What follows belongs to an exercise in optimizing a design on an open flow for small area; a production flow would make more cautious choices. Only simulation tests tie the RTL to the original design; equivalence was not proved. Power is estimated from default activity; no workload was simulated.

==> run H <==
==> flow/design.v <==
package alu_pkg;
    localparam int ALU_DATA_W = 32;
    localparam int ALU_REG_AW = 5;
    typedef enum logic [3:0] {
        OP_ADD   = 4'd0,
        OP_SUB   = 4'd1,
        OP_AND   = 4'd2,
        OP_OR    = 4'd3,
        OP_SLL   = 4'd4,
        OP_SRL   = 4'd5,
        OP_XNOR  = 4'd6,
        OP_EQ    = 4'd7,
        OP_LT    = 4'd8,
        OP_GT    = 4'd9,
        OP_XOR   = 4'd10,
        OP_SLLEQ = 4'd11,
        OP_BEQ8  = 4'd12,
        OP_RSB   = 4'd13,
        OP_NOT   = 4'd14
    } alu_op_e;
endpackage
module rf_ao22 (
    input  logic a1, a2, b1, b2,
    output logic y
);
    assign y = (a1 & a2) | (b1 & b2);
endmodule
module rf_aoi222 (
    input  logic a1, a2, b1, b2, c1, c2,
    output logic y
);
    assign y = ~((a1 & a2) | (b1 & b2) | (c1 & c2));
endmodule
module rf_aoi22 (
    input  logic a1, a2, b1, b2,
    output logic y
);
    assign y = ~((a1 & a2) | (b1 & b2));
endmodule
module rf_nand2 (
    input  logic a, b,
    output logic y
);
    assign y = ~(a & b);
endmodule
module rf_nand #(
    parameter int N = 4
) (
    input  logic [N-1:0] a,
    output logic         y
);
    assign y = ~&a;
endmodule
module rf_or #(
    parameter int N = 3
) (
    input  logic [N-1:0] a,
    output logic         y
);
    assign y = |a;
endmodule
module rf_sel_or #(
    parameter int NP = 33
) (
    input  logic [NP-1:0] s,
    input  logic [NP-1:0] d,
    output logic          y
);
    localparam int NG = (NP + 2) / 3;      
    localparam int NN = (NG + 3) / 4;      
    logic [NG-1:0] g;
    logic [NN-1:0] n;
    for (genvar k = 0; k < NG; k++) begin : g_l1
        if (3 * k + 2 < NP) begin : g_3
            rf_aoi222 u (.a1(s[3*k]), .a2(d[3*k]), .b1(s[3*k+1]), .b2(d[3*k+1]),
                         .c1(s[3*k+2]), .c2(d[3*k+2]), .y(g[k]));
        end else if (3 * k + 1 < NP) begin : g_2
            rf_aoi22 u (.a1(s[3*k]), .a2(d[3*k]), .b1(s[3*k+1]), .b2(d[3*k+1]), .y(g[k]));
        end else begin : g_1
            rf_nand2 u (.a(s[3*k]), .b(d[3*k]), .y(g[k]));
        end
    end
    for (genvar j = 0; j < NN; j++) begin : g_l2
        localparam int LO = 4 * j;
        localparam int HI = (4 * j + 3 < NG) ? 4 * j + 3 : NG - 1;
        rf_nand #(.N(HI - LO + 1)) u (.a(g[HI:LO]), .y(n[j]));
    end
    rf_or #(.N(NN)) u_or (.a(n), .y(y));
endmodule
module rf_and3 (
    input  logic a, b, c,
    output logic y
);
    assign y = a & b & c;
endmodule
module rf_or2 (
    input  logic a, b,
    output logic y
);
    assign y = a | b;
endmodule
module rf_inv (
    input  logic a,
    output logic y
);
    assign y = ~a;
endmodule
module alu_operand_issue #(
    parameter int DATA_W = alu_pkg::ALU_DATA_W,
    parameter int REG_AW = alu_pkg::ALU_REG_AW
) (
    input  logic              clk,
    input  logic              rst_n,
    input  logic              in_valid,
    output logic              in_ready,
    input  logic [3:0]        in_op,
    input  logic [REG_AW-1:0] in_rs1,
    input  logic [REG_AW-1:0] in_rs2,
    input  logic [REG_AW-1:0] in_rd,
    input  logic              in_use_imm,
    input  logic [DATA_W-1:0] in_imm,
    input  logic [4:0]        in_shift,
    output logic              out_valid,
    input  logic              out_ready,
    output logic [DATA_W-1:0] out_a,
    output logic [DATA_W-1:0] out_b,
    output logic [3:0]        out_op,
    output logic [4:0]        out_shift,
    output logic [REG_AW-1:0] out_rd,
    input  logic              wb_en,
    input  logic [REG_AW-1:0] wb_addr,
    input  logic [DATA_W-1:0] wb_data
);
    localparam int NREG = 1 << REG_AW;
    localparam int NR   = NREG - 1;        
    logic [DATA_W-1:0] mem [1:NREG-1];
    logic [DATA_W-1:0] mem_d [1:NREG-1];
    logic [NREG-1:1]   vld;
    logic [NREG-1:1]   pend;
    logic [NREG-1:1]   wsel, wsel_n;
    logic [NREG-1:1]   sel_a, sel_b;
    logic [3:0]        lo1, lo2, lod, low;
    logic [7:0]        hi1, hi2, hid, hiw;
    logic [7:0]        pm1, pm2, pmd;
    logic              hit1, hit2;
    logic              busy_rs1, busy_rs2, pend_rd;
    logic              hazard, load, hold, issue, ga, gb;
    logic              fwd_a, fwd_b, imm_b;
    logic [DATA_W-1:0] a_d, b_d;
    always_comb begin
        for (int k = 0; k < 4; k++) begin
            lo1[k] = (in_rs1[1:0] == 2'(k));
            lo2[k] = (in_rs2[1:0] == 2'(k));
            lod[k] = (in_rd[1:0] == 2'(k));
            low[k] = (wb_addr[1:0] == 2'(k)) && wb_en;
        end
        for (int m = 0; m < 8; m++) begin
            hi1[m] = (in_rs1[4:2] == 3'(m));
            hi2[m] = (in_rs2[4:2] == 3'(m));
            hid[m] = (in_rd[4:2] == 3'(m));
            hiw[m] = (wb_addr[4:2] == 3'(m));
        end
    end
    always_comb begin
        for (int m = 0; m < 8; m++) begin
            pm1[m] = 1'b0;
            pm2[m] = 1'b0;
            pmd[m] = 1'b0;
            for (int k = 0; k < 4; k++) begin
                if (4 * m + k != 0) begin
                    pm1[m] = pm1[m] | (lo1[k] & pend[4*m+k]);
                    pm2[m] = pm2[m] | (lo2[k] & pend[4*m+k]);
                    pmd[m] = pmd[m] | (lod[k] & pend[4*m+k]);
                end
            end
        end
    end
    always_comb begin
        hit1     = wb_en && (wb_addr == in_rs1) && (in_rs1 != '0);
        hit2     = wb_en && (wb_addr == in_rs2) && (in_rs2 != '0);
        busy_rs1 = |(hi1 & pm1) && !hit1;
        busy_rs2 = |(hi2 & pm2) && !hit2;
        pend_rd  = |(hid & pmd);
        load     = !out_valid || out_ready;
        hold     = !load;
        hazard   = busy_rs1 || (!in_use_imm && busy_rs2) || pend_rd;
        in_ready = rst_n && load && !hazard;
        issue    = in_valid && in_ready;
    end
    logic [3:0]      lo1g, lo2g, lodi;
    logic [NREG-1:1] vld_d, pend_d;
    always_comb begin
        ga    = load && !hit1;
        gb    = load && !hit2 && !in_use_imm;
        lo1g  = lo1 & {4{ga}};
        lo2g  = lo2 & {4{gb}};
        lodi  = lod & {4{issue}};
        fwd_a = load && hit1;
        fwd_b = load && hit2 && !in_use_imm;
        imm_b = load && in_use_imm;
    end
    for (genvar i = 1; i < NREG; i++) begin : g_rowl
        rf_nand2 u_wn (.a(low[i%4]), .b(hiw[i/4]), .y(wsel_n[i]));
        rf_inv   u_w  (.a(wsel_n[i]), .y(wsel[i]));
        rf_and3  u_sa (.a(lo1g[i%4]), .b(hi1[i/4]), .c(vld[i]), .y(sel_a[i]));
        rf_and3  u_sb (.a(lo2g[i%4]), .b(hi2[i/4]), .c(vld[i]), .y(sel_b[i]));
        rf_or2   u_v  (.a(vld[i]), .b(wsel[i]), .y(vld_d[i]));
        rf_ao22  u_p  (.a1(pend[i]), .a2(wsel_n[i]), .b1(lodi[i%4]), .b2(hid[i/4]),
                       .y(pend_d[i]));
    end
    for (genvar b = 0; b < DATA_W; b++) begin : g_bit
        logic [NR-1:0] col;
        for (genvar i = 1; i < NREG; i++) begin : g_col
            assign col[i-1] = mem[i][b];
            rf_ao22 u_w (.a1(mem[i][b]), .a2(wsel_n[i]), .b1(wsel[i]), .b2(wb_data[b]),
                         .y(mem_d[i][b]));
        end
        rf_sel_or #(.NP(NR + 2)) u_ra (
            .s ({hold, fwd_a, sel_a}),
            .d ({out_a[b], wb_data[b], col}),
            .y (a_d[b])
        );
        rf_sel_or #(.NP(NR + 3)) u_rb (
            .s ({hold, imm_b, fwd_b, sel_b}),
            .d ({out_b[b], in_imm[b], wb_data[b], col}),
            .y (b_d[b])
        );
    end
    for (genvar i = 1; i < NREG; i++) begin : g_row
        always_ff @(posedge clk) mem[i] <= mem_d[i];
    end
    always_ff @(posedge clk or negedge rst_n) begin
        if (!rst_n) vld <= '0;
        else        vld <= vld_d;
    end
    always_ff @(posedge clk or negedge rst_n) begin
        if (!rst_n) pend <= '0;
        else        pend <= pend_d;
    end
    always_ff @(posedge clk or negedge rst_n) begin
        if (!rst_n)    out_valid <= 1'b0;
        else if (load) out_valid <= issue;
    end
    always_ff @(posedge clk) begin
        out_a <= a_d;
        out_b <= b_d;
        if (load) begin
            out_op    <= in_op;
            out_shift <= in_shift;
            out_rd    <= in_rd;
        end
    end
endmodule
==> flow/run.sh <==
#!/bin/bash
# synth_recipe.tcl (not shown) runs the flow's synth.tcl, then flattens the netlist and writes it again
# the make line also repeats each setting of config.mk as NAME=value (left out here)
make -C /OpenROAD-flow-scripts/flow DESIGN_CONFIG=/design/flow/config.mk WORK_HOME=/design/flow/orfs CLKGATE_MAP_FILE= SYNTH_SCRIPT=/design/flow/synth_recipe.tcl finish
==> flow/config.mk <==
export PLATFORM = sky130hd
export DESIGN_NAME = alu_operand_issue
export DESIGN_NICKNAME = alu_operand_issue
export VERILOG_FILES = /design/flow/design.v
export SDC_FILE = /design/flow/constraint.sdc
export NUM_CORES = 4
export LEC_CHECK = 0
export CAP_MARGIN = 0
export CORE_MARGIN = 2
export CORE_UTILIZATION = 60
export CTS_BUF_LIST = sky130_fd_sc_hd__clkbuf_8
export CTS_CLUSTER_DIAMETER = 60
export CTS_CLUSTER_SIZE = 12
export SLEW_MARGIN = 0
export SYNTH_HIERARCHICAL = 1
export SYNTH_MINIMUM_KEEP_SIZE = 0
==> flow/constraint.sdc <==
create_clock -name core_clock -period 5.5 [get_ports {clk}]
set_input_delay 1.1000 -clock core_clock [delete_from_list [all_inputs] [get_ports {clk}]]
set_output_delay 1.1000 -clock core_clock [all_outputs]
set_load 0.01 [all_outputs]
==> run P (differences from run H) <==
Settings changed: CAP_MARGIN 0 to 20, SLEW_MARGIN 0 to 20.
==> summary of the runs <==
Run H ran to the end with violations: max-capacitance violations, max-slew violations. Run P completed with no timing, DRC or antenna violations.
In run H the maximum frequency is larger than in run P, by about 0.8%.
Clock-buffer cell count is the same in run P and run H.
Combinational power is about the same in run H and run P.
In synthesized cell count, run P and run H do not differ.

-- separate check: timing with driven ports --
No port has a modelled driver above. Below, the same layouts with a new extraction and two added sets of constraints. Step 1 (the two cells are an assumption about what drives the block):
set clk [get_ports {clk}]
set_driving_cell -lib_cell sky130_fd_sc_hd__clkbuf_16 $clk
set_driving_cell -lib_cell sky130_fd_sc_hd__buf_2 [delete_from_list [all_inputs] $clk]
Step 2 adds t to the input delays and takes it off the output delays; t is the mean of the earliest and latest rising clock arrival at the registers after step 1. Input paths then give back, and output paths get back, about the clock's delay inside the block. Slacks: ideal / step 1 / step 2; pairs: ideal / step 1.
run | shift t [ns] | setup WS [ns] | worst hold slack (ns) | worst slew at a driven data input, ns | cell pins on the clock port's net
run H | 0.837 | 0.377 / 0.343 / -0.082 | 0.490 / 0.482 / 0.490 | 0.07 | 1
run P | 0.848 | 0.334 / 0.300 / -0.097 | 0.486 / 0.481 / 0.486 | 0.09 | 1
For run H, which loses most, drivers alone change the setup slack by -0.034 ns; drivers and shift together by -0.459 ns.
